This design comes from an exercise in tuning for small area on the open sky130 flow, not from production work.
At most, simulation tests tie the RTL to the original design; equivalence was not proved.
Power is estimated from default activity; no workload was simulated.

==> 08-17: inputs <==
==> flow/design.v <==
package imem_pkg;
    typedef enum logic [0:0] {
        CLEAR = 1'b0,
        READY = 1'b1
    } imem_state_e;
    localparam logic [31:0] NOP = 32'h0000_0013;
    function automatic logic addr_legal(input logic [63:0] addr, input int unsigned depth);
        addr_legal = ((addr[1:0] == 2'b00) && ((addr >> 2) < 64'(depth)));
    endfunction
endpackage
module imem_init_ctrl
#(
    parameter int unsigned DEPTH = 64,
    parameter int unsigned IDX_W = $clog2(DEPTH)
) (
    input  logic             clk,
    input  logic             reset,
    output logic             init_busy,
    output logic             clr_we,
    output logic [IDX_W-1:0] clr_idx
);
    localparam logic [0:0]       ST_CLEAR = 1'(imem_pkg::CLEAR);
    localparam logic [0:0]       ST_READY = 1'(imem_pkg::READY);
    localparam logic [IDX_W-1:0] LAST_IDX = IDX_W'(DEPTH - 1);
    logic [0:0]       state;
    logic [IDX_W-1:0] cnt;
    always_ff @(posedge clk or posedge reset) begin
        if (reset) begin
            state <= ST_CLEAR;
            cnt   <= '0;
        end else begin
            case (state)
                ST_CLEAR: begin
                    if (cnt == LAST_IDX) begin
                        state <= ST_READY;
                    end else begin
                        cnt <= cnt + 1'b1;
                    end
                end
                default: begin
                    state <= ST_READY;
                end
            endcase
        end
    end
    assign init_busy = (state == ST_CLEAR);
    assign clr_we    = (state == ST_CLEAR);
    assign clr_idx   = cnt;
endmodule
module instr_mem_sync
#(
    parameter int unsigned     XLEN       = 32,
    parameter int unsigned     DEPTH      = 64,
    parameter int unsigned     ADDR_W     = 32,
    parameter logic [XLEN-1:0] CLEAR_WORD = XLEN'(imem_pkg::NOP)
) (
    input  logic              clk,
    input  logic              reset,
    output logic              init_busy,
    input  logic              rd_req,
    output logic              rd_ready,
    input  logic [ADDR_W-1:0] rd_addr,
    output logic              rd_valid,
    output logic [XLEN-1:0]   rd_data,
    output logic              rd_fault,
    input  logic              ld_en,
    input  logic [ADDR_W-1:0] ld_addr,
    input  logic [XLEN-1:0]   ld_data,
    output logic              ld_err
);
    localparam int unsigned IDX_W = $clog2(DEPTH);
    logic [XLEN-1:0]  mem [DEPTH];
    logic             clr_we;
    logic [IDX_W-1:0] clr_idx;
    logic             rd_legal;
    logic             ld_legal;
    logic             rd_accept;
    logic             ld_accept;
    logic [IDX_W-1:0] rd_idx;
    logic [IDX_W-1:0] ld_idx;
    imem_init_ctrl #(
        .DEPTH (DEPTH),
        .IDX_W (IDX_W)
    ) u_init_ctrl (
        .clk       (clk),
        .reset     (reset),
        .init_busy (init_busy),
        .clr_we    (clr_we),
        .clr_idx   (clr_idx)
    );
    assign rd_ready  = !init_busy;
    assign rd_legal  = imem_pkg::addr_legal(64'(rd_addr), DEPTH);
    assign ld_legal  = imem_pkg::addr_legal(64'(ld_addr), DEPTH);
    assign rd_idx    = rd_addr[2 +: IDX_W];
    assign ld_idx    = ld_addr[2 +: IDX_W];
    assign rd_accept = rd_req && rd_ready;
    assign ld_accept = ld_en && !init_busy && ld_legal;
    always_ff @(posedge clk) begin
        if (clr_we) begin
            mem[clr_idx] <= CLEAR_WORD;
        end else if (ld_accept) begin
            mem[ld_idx] <= ld_data;
        end
    end
    always_ff @(posedge clk or posedge reset) begin
        if (reset) begin
            rd_valid <= 1'b0;
            rd_data  <= '0;
            rd_fault <= 1'b0;
            ld_err   <= 1'b0;
        end else begin
            rd_valid <= rd_accept;
            if (rd_accept) begin
                rd_fault <= !rd_legal;
                rd_data  <= rd_legal ? mem[rd_idx] : CLEAR_WORD;
            end
            ld_err <= ld_en && (init_busy || !ld_legal);
        end
    end
endmodule
==> flow/run.sh <==
#!/bin/bash
# synth_recipe.tcl (not shown) runs the flow's synth.tcl, then flattens the netlist and writes it again
# the make line also repeats each setting of config.mk as NAME=value (left out here)
make -C /OpenROAD-flow-scripts/flow DESIGN_CONFIG=/design/flow/config.mk WORK_HOME=/design/flow/orfs CLKGATE_MAP_FILE= SYNTH_SCRIPT=/design/flow/synth_recipe.tcl finish
==> flow/config.mk <==
export PLATFORM = sky130hd
export DESIGN_NAME = instr_mem_sync
export DESIGN_NICKNAME = instr_mem_sync
export VERILOG_FILES = /design/flow/design.v
export SDC_FILE = /design/flow/constraint.sdc
export NUM_CORES = 4
export LEC_CHECK = 0
export CAP_MARGIN = 20
export CORE_MARGIN = 2
export CORE_UTILIZATION = 40
export SLEW_MARGIN = 20
==> flow/constraint.sdc <==
create_clock -name core_clock -period 6.0 [get_ports {clk}]
set_input_delay 1.2000 -clock core_clock [delete_from_list [all_inputs] [get_ports {clk}]]
set_output_delay 1.2000 -clock core_clock [all_outputs]
set_load 0.01 [all_outputs]
==> 09-12: changes against 08-17 <==
==> flow/design.v (replaced) <==
package imem_pkg;
    typedef enum logic [0:0] {
        CLEAR = 1'b0,
        READY = 1'b1
    } imem_state_e;
    localparam logic [31:0] NOP = 32'h0000_0013;
    function automatic logic addr_legal(input logic [63:0] addr, input int unsigned depth);
        addr_legal = ((addr[1:0] == 2'b00) && ((addr >> 2) < 64'(depth)));
    endfunction
endpackage
module imem_aoi222 (
    input  logic a1,
    input  logic a2,
    input  logic b1,
    input  logic b2,
    input  logic c1,
    input  logic c2,
    output logic y
);
    assign y = !((a1 && a2) || (b1 && b2) || (c1 && c2));
endmodule
module imem_nand4 (
    input  logic a,
    input  logic b,
    input  logic c,
    input  logic d,
    output logic y
);
    assign y = !(a && b && c && d);
endmodule
module imem_nand3 (
    input  logic a,
    input  logic b,
    input  logic c,
    output logic y
);
    assign y = !(a && b && c);
endmodule
module imem_nor2 (
    input  logic a,
    input  logic b,
    output logic y
);
    assign y = !(a || b);
endmodule
module imem_rd_bit (
    input  logic [65:0] d,
    input  logic [65:0] sel,
    output logic        y
);
    logic [21:0] q_n;
    logic [5:0]  r;
    logic [2:0]  u_n;
    for (genvar k = 0; k < 22; k++) begin : g_aoi
        imem_aoi222 u_aoi (
            .a1 (d[3*k]),   .a2 (sel[3*k]),
            .b1 (d[3*k+1]), .b2 (sel[3*k+1]),
            .c1 (d[3*k+2]), .c2 (sel[3*k+2]),
            .y  (q_n[k])
        );
    end
    for (genvar k = 0; k < 4; k++) begin : g_n4
        imem_nand4 u_nand (
            .a (q_n[4*k]), .b (q_n[4*k+1]), .c (q_n[4*k+2]), .d (q_n[4*k+3]),
            .y (r[k])
        );
    end
    for (genvar k = 0; k < 2; k++) begin : g_n3
        imem_nand3 u_nand (
            .a (q_n[16+3*k]), .b (q_n[16+3*k+1]), .c (q_n[16+3*k+2]),
            .y (r[4+k])
        );
    end
    for (genvar k = 0; k < 3; k++) begin : g_nor
        imem_nor2 u_nor (.a (r[2*k]), .b (r[2*k+1]), .y (u_n[k]));
    end
    imem_nand3 u_out (.a (u_n[0]), .b (u_n[1]), .c (u_n[2]), .y (y));
endmodule
module imem_ao22 (
    input  logic a1,
    input  logic a2,
    input  logic b1,
    input  logic b2,
    output logic y
);
    assign y = (a1 && a2) || (b1 && b2);
endmodule
module instr_mem_sync
#(
    parameter int unsigned     XLEN       = 32,
    parameter int unsigned     DEPTH      = 64,
    parameter int unsigned     ADDR_W     = 32,
    parameter logic [XLEN-1:0] CLEAR_WORD = XLEN'(imem_pkg::NOP)
) (
    input  logic              clk,
    input  logic              reset,
    output logic              init_busy,
    input  logic              rd_req,
    output logic              rd_ready,
    input  logic [ADDR_W-1:0] rd_addr,
    output logic              rd_valid,
    output logic [XLEN-1:0]   rd_data,
    output logic              rd_fault,
    input  logic              ld_en,
    input  logic [ADDR_W-1:0] ld_addr,
    input  logic [XLEN-1:0]   ld_data,
    output logic              ld_err
);
    localparam int unsigned IDX_W = $clog2(DEPTH);
    logic [XLEN-1:0]  mem [DEPTH];
    logic [XLEN-1:0]  mem_d [DEPTH];
    logic             ready;
    logic [IDX_W-1:0] cnt;
    logic             rd_legal;
    logic             ld_legal;
    logic             rd_accept;
    logic             ld_accept;
    logic [IDX_W-1:0] rd_idx;
    logic [IDX_W-1:0] ld_idx;
    logic [XLEN-1:0]  wdata;
    logic [DEPTH-1:0] wsel;
    logic [DEPTH-1:0] wkeep;
    logic [DEPTH-1:0] rsel;
    logic             rd_hold;
    logic             rd_nop;
    logic [XLEN-1:0]  rd_next;
    always_ff @(posedge clk or posedge reset) begin
        if (reset) begin
            ready <= 1'b0;
            cnt   <= '0;
        end else if (!ready) begin
            cnt <= cnt + 1'b1;
            if (&cnt) ready <= 1'b1;
        end
    end
    assign init_busy = !ready;
    assign rd_ready  = ready;
    assign rd_legal  = imem_pkg::addr_legal(64'(rd_addr), DEPTH);
    assign ld_legal  = imem_pkg::addr_legal(64'(ld_addr), DEPTH);
    assign rd_idx    = rd_addr[2 +: IDX_W];
    assign ld_idx    = ld_addr[2 +: IDX_W];
    assign rd_accept = rd_req && ready;
    assign ld_accept = ld_en && ready && ld_legal;
    assign wdata = ready ? ld_data : CLEAR_WORD;
    always_comb begin
        for (int i = 0; i < DEPTH; i++) begin
            wsel[i]  = !ready || (ld_accept && (ld_idx == IDX_W'(i)));
            wkeep[i] = !wsel[i];
            rsel[i] = rd_accept && rd_legal && (rd_idx == IDX_W'(i));
        end
    end
    for (genvar i = 0; i < DEPTH; i++) begin : g_word
        for (genvar b = 0; b < XLEN; b++) begin : g_bit
            imem_ao22 u_wr (
                .a1 (mem[i][b]), .a2 (wkeep[i]),
                .b1 (wdata[b]),  .b2 (wsel[i]),
                .y  (mem_d[i][b])
            );
        end
    end
    always_ff @(posedge clk) begin
        for (int i = 0; i < DEPTH; i++) begin
            mem[i] <= mem_d[i];
        end
    end
    assign rd_hold = !rd_accept;
    assign rd_nop  = rd_accept && !rd_legal;
    for (genvar b = 0; b < XLEN; b++) begin : g_rd
        logic [DEPTH+1:0] col;
        for (genvar i = 0; i < DEPTH; i++) begin : g_col
            assign col[i] = mem[i][b];
        end
        assign col[DEPTH]   = rd_data[b];
        assign col[DEPTH+1] = CLEAR_WORD[b];
        imem_rd_bit u_bit (
            .d   (col),
            .sel ({rd_nop, rd_hold, rsel}),
            .y   (rd_next[b])
        );
    end
    always_ff @(posedge clk or posedge reset) begin
        if (reset) begin
            rd_valid <= 1'b0;
            rd_data  <= '0;
            rd_fault <= 1'b0;
            ld_err   <= 1'b0;
        end else begin
            rd_valid <= rd_accept;
            rd_data  <= rd_next;
            if (rd_accept) begin
                rd_fault <= !rd_legal;
            end
            ld_err <= ld_en && (!ready || !ld_legal);
        end
    end
endmodule
CORE_UTILIZATION = 65   (was 40)
CTS_BUF_LIST = sky130_fd_sc_hd__clkbuf_8   (was not set)
CTS_CLUSTER_DIAMETER = 40   (was not set)
CTS_CLUSTER_SIZE = 16   (was not set)
SYNTH_HIERARCHICAL = 1   (was not set)
==> notes.md <==
Area share of fa/ha/maj cells after synthesis: 08-17 0.01557%; 09-12 0.01752%
Worst Tran Pin Value: 08-17 1206 ps; 09-12 1309 ps
Area fraction of the dominant cell type after synthesis: 08-17 76.53%; 09-12 57.41%
Worst clock skew: 08-17 31.07 ps; 09-12 35.83 ps
Met2 wire length: 08-17 98.97 mm; 09-12 114.2 mm
P_sw: 08-17 5703 uW; 09-12 5321 uW
Filler-free cell count of the finished design: 08-17 6580; 09-12 7686
Die span in x: 08-17 452.2 um; 09-12 335.5 um
GR Util met3: 08-17 3.323%; 09-12 15.78%
Reg clk slew, reported paths: 08-17 60 ps; 09-12 100 ps
Via count of the first global-routing pass: 08-17 38220; 09-12 58730
Number of tap instances: 08-17 2656; 09-12 1414
Max Freq: 08-17 0.2255 GHz; 09-12 0.2176 GHz
Global routing met2 resource utilization: 08-17 31.61%; 09-12 66.51%
Period minus WS final: 08-17 4435 ps; 09-12 4596 ps
Outcome: 08-17 complete, no violations; 09-12 complete, no violations
Worst slew margin: 08-17 18.74%; 09-12 12.53%
Fraction of layout instances using a drive strength above 1: 08-17 30.65%; 09-12 12.41%
Layout clock area frac: 08-17 6.911%; 09-12 5.666%
Largest area contributor in the netlist: 08-17 sky130_fd_sc_hd__edfxtp_1; 09-12 sky130_fd_sc_hd__dfxtp_1
The RTL of 09-12 was laid out without a check of its function.

==> separate check: timing with driven ports <==
The flow's constraints put no driver on any port. The routed layouts listed below were extracted and timed again, unchanged, in two steps.
Step 1 assumes that a clkbuf_16 drives the clock port and a buf_2 every other input.
Step 2 also shifts input and output timing later by t, the mid clock arrival at the registers, as if the neighbouring blocks saw the same clock.
Slacks: ideal / step 1 / step 2; pairs: ideal / step 1.
run | t (ns) | setup slack, ns | slew at the worst register clock pin (ns) | worst data-port slew with drivers (ns)
08-17 | 0.910 | 1.565 / 1.637 / 0.727 | 0.07 / 0.07 | 0.12
09-12 | 1.004 | 1.404 / 1.443 / 0.439 | 0.10 / 0.10 | 0.05
After both steps setup and hold are still met in every run listed. For 09-12, which loses most, drivers alone change the setup slack by +0.039 ns; drivers and shift together by -0.965 ns.
